What follows belongs to an exercise in optimizing a design on an open flow for small area and few clock cycles; a production flow would make more cautious choices.
In this exercise RTL edits were held to simulation tests only and were not proved equivalent to the original.
No activity file was given, so power comes from the tool's default toggle rates.

## maple
// cache_2way
module cache_2way #(
  parameter int SET_W = 2,
  parameter int CNT_W = 16
) (
  input  logic             clk,
  input  logic             proc_reset,
  input  logic             proc_read,
  input  logic             proc_write,
  input  logic [29:0]      proc_addr,
  input  logic [31:0]      proc_wdata,
  output logic             proc_stall,
  output logic [31:0]      proc_rdata,
  output logic             mem_read,
  output logic             mem_write,
  output logic [27:0]      mem_addr,
  output logic [127:0]     mem_wdata,
  input  logic [127:0]     mem_rdata,
  input  logic             mem_ready,
  output logic [CNT_W-1:0] hit_cnt,
  output logic [CNT_W-1:0] miss_cnt
);
For scale: about 4500 cells after synthesis, about 420 I/O pins, about 53000 um^2 of cells after synthesis.
Settings: LEC_CHECK=0, CAP_MARGIN=20, CORE_MARGIN=2, CORE_UTILIZATION=55, CTS_BUF_LIST=sky130_fd_sc_hd__clkbuf_16, CTS_CLUSTER_DIAMETER=120, CTS_CLUSTER_SIZE=28, SETUP_SLACK_MARGIN=0.2, SLEW_MARGIN=20, SYNTH_HIERARCHICAL=1; clock period 12.0 ns.
standard.sh (not shown) runs the stock make flow with config.mk's settings and CLKGATE_MAP_FILE= SYNTH_SCRIPT=/design/flow/synth_recipe.tcl, a recipe that flattens the netlist after the stock synthesis.
==> flow/flow/run.sh <==
#!/bin/bash
# The standard layout, with plain buf_1 cells as the port buffers instead of the
# delay buffers buffer_ports picks by default.
set -euo pipefail
export BUFFER_PORTS_ARGS="-buffer_cell sky130_fd_sc_hd__buf_1"
bash standard.sh finish > standard.log 2>&1
Testbench counts of maple, summed over its fixed seeds: cycles 72,443.
diff inputs: maple => onyx
diff --git a/flow/flow/run.sh b/flow/flow/run.sh
--- a/flow/flow/run.sh
+++ b/flow/flow/run.sh
@@ -3 +3,2 @@
-# delay buffers buffer_ports picks by default.
+# delay buffers buffer_ports picks by default, and with power recovery (downsizing
+# of gates off the critical paths) after global routing.
@@ -5,0 +7 @@
+export RECOVER_POWER=100
diff --git a/flow/config.mk b/flow/config.mk
--- a/flow/config.mk
+++ b/flow/config.mk
@@ -8 +8 @@
-export CAP_MARGIN = 20
+export CAP_MARGIN = 5
@@ -10 +10 @@
-export CORE_UTILIZATION = 55
+export CORE_UTILIZATION = 65
@@ -12,4 +12,3 @@
-export CTS_CLUSTER_DIAMETER = 120
-export CTS_CLUSTER_SIZE = 28
-export SETUP_SLACK_MARGIN = 0.2
-export SLEW_MARGIN = 20
+export CTS_CLUSTER_DIAMETER = 100
+export CTS_CLUSTER_SIZE = 24
+export SLEW_MARGIN = 5
Comparing maple and onyx, the lower worst hold slack was measured on maple.
onyx — worst voltage drop across the vdd grid about 0.37% higher, maple as reference
What the final checks of onyx revealed, after a flow that finished every stage, was a layout that fails on max-capacitance violations, max-slew violations.
Higher count of TritonRoute iterations in the first routing pass among maple and onyx: onyx
STATUS post-placement setup slack: onyx wins against maple
Placeable core region: onyx better than maple
Against maple, die area in onyx came out better.
Input changes introduced in zinc (baseline for comparison: onyx):
==> flow/flow/run.sh <==
#!/bin/bash
# The standard layout, with plain buf_1 cells as the port buffers instead of the
# delay buffers buffer_ports picks by default.
set -euo pipefail
export BUFFER_PORTS_ARGS="-buffer_cell sky130_fd_sc_hd__buf_1"
bash standard.sh finish > standard.log 2>&1
diff --git a/flow/config.mk b/flow/config.mk
--- a/flow/config.mk
+++ b/flow/config.mk
@@ -8 +8 @@
-export CAP_MARGIN = 5
+export CAP_MARGIN = 20
@@ -10,2 +10,2 @@
-export CORE_UTILIZATION = 65
-export CTS_BUF_LIST = sky130_fd_sc_hd__clkbuf_16
+export CORE_UTILIZATION = 55
+export CTS_BUF_LIST = sky130_fd_sc_hd__clkbuf_8
@@ -13,2 +13,2 @@
-export CTS_CLUSTER_SIZE = 24
-export SLEW_MARGIN = 5
+export CTS_CLUSTER_SIZE = 14
+export SLEW_MARGIN = 20
==> notes.md <==
Count of buffers not belonging to the clock network in the layout: lower on onyx. zinc: done, clean on timing, DRC and antenna. On zinc: final core utilization is 9.7 points lower than what onyx gave. Compared with onyx, the router placed fewer vias in zinc. zinc ends up with a initial antenna violation count that is 4 lower than in onyx. The logic depth of the worst register-to-register path in zinc was higher than what onyx gave. Area growth from synthesis to layout: zinc > onyx. From onyx to zinc the numbers moved as follows: width of the die picked up an extra about 9%, H-tree depth picked up an extra 1, clock group share of total power lost 0.2 points. The sequential portion of the cell area of zinc falls short of that of onyx by 0.46 points.

==> separate check: timing with driven ports <==
How much do the figures lean on ideal ports? The routed layouts below were timed once more, with nothing changed but the port constraints. Step 1, drivers: a clkbuf_16 drives clk and a buf_2 each remaining input, both assumed. Step 2, shift: input delay + t, output delay - t, t = (earliest + latest rising clock arrival at the registers) / 2. This alone moves slack from input paths to output paths. a / b / c = ideal ports / drivers / drivers and shift; a / b = the first two.
| run | t (ns) | slack for setup (ns) | worst setup path after step 2 |
|---|---|---|---|
| maple | 0.776 | 0.812 / 0.789 / 0.789 | input to output |
| onyx | 0.742 | 0.489 / 0.469 / 0.469 | input to output |
| zinc | 0.891 | 0.738 / 0.715 / 0.715 | input to output |
